From an optimization exercise on the open Yosys and OpenROAD flow, aimed at small area, a short achievable clock period and few clock cycles per item; shortcuts taken in it are not production practice.
Function was checked by simulation only, so behaviour that the tests miss may differ from the original.

run 1:
// aes_block_cipher
module aes_block_cipher (
  input  logic                      clk_i,
  input  logic                      rst_ni,
  input  logic                      in_valid_i,
  output logic                      in_stall_o,
  input  logic [128:0]              in_data_i,    
  output logic                      out_valid_o,
  input  logic                      out_stall_i,
  output logic [127:0]              out_data_o,   
  input  logic                      psel,
  input  logic                      penable,
  input  logic                      pwrite,
  input  logic [aes_pkg::PaddrW-1:0] paddr,
  input  logic [63:0]               pwdata,
  output logic [63:0]               prdata,
  output logic                      pready
);
  logic [63:0] key_q [4];
  logic [1:0]  mode_q;
  logic        wr, dirty;
  logic [2:0]  ridx;
  logic ld, sw, d1, selb, spec, d2, p2, last2, fin, zd, cap;
  assign pready = 1'b1;
  assign wr    = psel && penable && pwrite;
  assign ridx  = paddr[5:3];
  assign dirty = wr && (ridx <= aes_pkg::RegMode);
  logic [63:0] key_d [4];
  logic [1:0]  mode_d;
  always_comb begin
    for (int i = 0; i < 4; i++) key_d[i] = (wr && ridx == 3'(i)) ? pwdata : key_q[i];
    mode_d = (wr && ridx == aes_pkg::RegMode) ? pwdata[1:0] : mode_q;
  end
  always_ff @(posedge clk_i or negedge rst_ni) begin
    if (!rst_ni) begin
      for (int i = 0; i < 4; i++) key_q[i] <= '0;
      mode_q <= '0;
    end else begin
      for (int i = 0; i < 4; i++) key_q[i] <= key_d[i];
      mode_q <= mode_d;
    end
  end
  logic [63:0] rd_lo, rd_hi, rd_key;
  always_comb begin
    rd_lo  = paddr[3] ? key_q[1] : key_q[0];
    rd_hi  = paddr[3] ? key_q[3] : key_q[2];
    rd_key = paddr[4] ? rd_hi : rd_lo;
    if (!paddr[5])                prdata = rd_key;
    else if (paddr[4:3] == 2'd0)  prdata = {62'd0, mode_q};
    else                          prdata = '0;
  end
  aes_ctrl u_ctrl (
    .clk_i, .rst_ni,
    .key_dirty_i (dirty),
    .mode_i      (mode_q),
    .in_valid_i,
    .in_stall_o,
    .in_action_i (in_data_i[128]),
    .out_valid_o,
    .out_stall_i,
    .ld_o    (ld),
    .sw_o    (sw),
    .d1_o    (d1),
    .selb_o  (selb),
    .spec_o  (spec),
    .d2_o    (d2),
    .p2_o    (p2),
    .last2_o (last2),
    .fin_o   (fin),
    .zd_o    (zd),
    .cap_o   (cap)
  );
  aes_datapath u_dp (
    .clk_i, .rst_ni,
    .ld_i    (ld),
    .sw_i    (sw),
    .d1_i    (d1),
  ...
Size in the first run: roughly 1600 flip-flops, about 400 I/O pins.
clock: 10.0 ns
lec_check: 0
cap_margin: 20
core_margin: 2
core_utilization: 40
place_density: 0.5
setup_slack_margin: 4.75
slew_margin: 20
standard.sh (not shown) runs the stock make flow with config.mk's settings and CLKGATE_MAP_FILE= SYNTH_SCRIPT=/design/flow/synth_recipe.tcl, a recipe that flattens the netlist after the stock synthesis.
==> flow/flow/run.sh <==
#!/bin/bash
# Own layout flow: the standard flow (standard.sh) unchanged, except that
#  - the synthesis's ABC technology-mapping step runs flow/abc.script (area-recovering &nf
#    mapping) in place of ORFS's abc_speed.script; registers are mapped before ABC runs, so
#    they are the standard ones;
#  - clock tree synthesis runs with its usual arguments plus -dont_use_dummy_load (no dummy
#    load cells added to balance the tree), building the tree from clkbuf_8 cells only.
set -euo pipefail
here=$(pwd)
cat > "$here/own_synth.tcl" <<TCL
# replace the -script argument of every abc call with this flow's mapping script
proc abc {args} {
  set i [lsearch -exact \$args -script]
  if {\$i >= 0} { set args [lreplace \$args [expr {\$i + 1}] [expr {\$i + 1}] $here/flow/abc.script] }
  yosys abc {*}\$args
}
source $here/synth_recipe.tcl
TCL
sed "s#SYNTH_SCRIPT=[^ ]*#SYNTH_SCRIPT=$here/own_synth.tcl#" standard.sh > own_standard.sh
bash own_standard.sh "CTS_ARGS=-sink_clustering_enable -repair_clock_nets -dont_use_dummy_load -buf_list sky130_fd_sc_hd__clkbuf_8" \
  finish > "$here/flow.log" 2>&1
==> flow/flow/abc.script <==
&get -n
&st
&dch
&nf -R 1000
&put
topo
stime -c
buffer -c
upsize -c
dnsize -c
Testbench counts of run 1, summed over its fixed seeds: cycles 17,529, blocks 1,280.
--- input diff run 1..run 2 ---
==> flow/run.sh (new file) <==
#!/bin/bash
# synth_recipe.tcl (not shown) runs the flow's synth.tcl, then flattens the netlist and writes it again
# the make line also repeats each setting of config.mk as NAME=value (left out here)
make -C /OpenROAD-flow-scripts/flow DESIGN_CONFIG=/design/flow/config.mk WORK_HOME=/design/flow/orfs CLKGATE_MAP_FILE= SYNTH_SCRIPT=/design/flow/synth_recipe.tcl finish
removed: flow/flow/run.sh
removed: flow/flow/abc.script
removed: flow/standard.sh
## What came out
Comparing run 2 and run 1, the lower number of buffers created by CTS is on run 2. Summary: with run 1 as the reference, number of DRC violations after detailed-routing iteration 0 in run 2 moved up by more than a quarter. Summary of run 2 over run 1: detailed-route via count went up by 21100; synthesis-to-layout area growth lost 0.74 points; global-route wire length before repair increased by about 20% relative to the old numbers. Compared to run 1, the routing of run 2 uses more wire. Looking only at die boundary height, and setting everything else aside, the lower value of run 2 and run 1 goes to run 1.
Modified inputs, run 3 compared to run 2
Settings: SETUP_SLACK_MARGIN changed from 4.75 to 4.5.
==> flow/flow/run.sh (new file) <==
#!/bin/bash
# Own layout flow: the standard flow (standard.sh) unchanged, except that
#  - the synthesis's ABC technology-mapping step runs flow/abc.script (area-recovering &nf
#    mapping) in place of ORFS's abc_speed.script; registers are mapped before ABC runs, so
#    they are the standard ones;
#  - clock tree synthesis runs with its usual arguments plus -dont_use_dummy_load (no dummy
#    load cells added to balance the tree), building the tree from clkbuf_8 cells only.
set -euo pipefail
here=$(pwd)
cat > "$here/own_synth.tcl" <<TCL
# replace the -script argument of every abc call with this flow's mapping script
proc abc {args} {
  set i [lsearch -exact \$args -script]
  if {\$i >= 0} { set args [lreplace \$args [expr {\$i + 1}] [expr {\$i + 1}] $here/flow/abc.script] }
  yosys abc {*}\$args
}
source $here/synth_recipe.tcl
TCL
sed "s#SYNTH_SCRIPT=[^ ]*#SYNTH_SCRIPT=$here/own_synth.tcl#" standard.sh > own_standard.sh
bash own_standard.sh "CTS_ARGS=-sink_clustering_enable -repair_clock_nets -dont_use_dummy_load -buf_list sky130_fd_sc_hd__clkbuf_8" \
  finish > "$here/flow.log" 2>&1
==> flow/flow/abc.script (new file) <==
&get -n
&st
&dch
&nf -R 1000
&put
topo
stime -c
buffer -c
upsize -c
dnsize -c
==> flow/standard.sh (new file) <==
#!/bin/bash
# synth_recipe.tcl (not shown) runs the flow's synth.tcl, then flattens the netlist and writes it again
# the make line also repeats each setting of config.mk as NAME=value (left out here)
make -C /OpenROAD-flow-scripts/flow DESIGN_CONFIG=/design/flow/config.mk WORK_HOME=/design/flow/orfs CLKGATE_MAP_FILE= SYNTH_SCRIPT=/design/flow/synth_recipe.tcl "${@:-finish}"
removed: flow/run.sh
Results
Number of vias per cell (run 2 / run 3): 1.05
Compared with run 2, in run 3 total inserted antenna cells now sits higher; synthesized area now sits lower.

[separate check: timing with driven ports]
How much do the figures lean on ideal ports? The routed layouts below were timed once more, with nothing changed but the port constraints.
Step 1: set_driving_cell puts a clkbuf_16 on clk_i and a buf_2 on each other input, an assumption about the parent block.
Step 2 times the ports against the registers' clock, not the clock port: input delays grow and output delays shrink by t, the midpoint of the rising clock arrivals with the driver on.
Three values: no drivers, after step 1, after step 2; two values: the first two.
| run | t, ns | slack for setup (ns) | worst data-port slew with drivers (ns) | pins driven straight from the clock port |
|---|---|---|---|---|
| run 1 | 1.142 | 4.586 / 4.517 / 3.853 | 0.18 | 1 |
| run 2 | 0.982 | 4.598 / 4.198 / 3.925 | 0.45 | 1 |
| run 3 | 1.139 | 4.408 / 4.341 / 3.728 | 0.19 | 1 |
After both steps setup and hold are still met in every run listed. For run 1, which loses most, drivers alone change the setup slack by -0.069 ns; drivers and shift together by -0.733 ns.
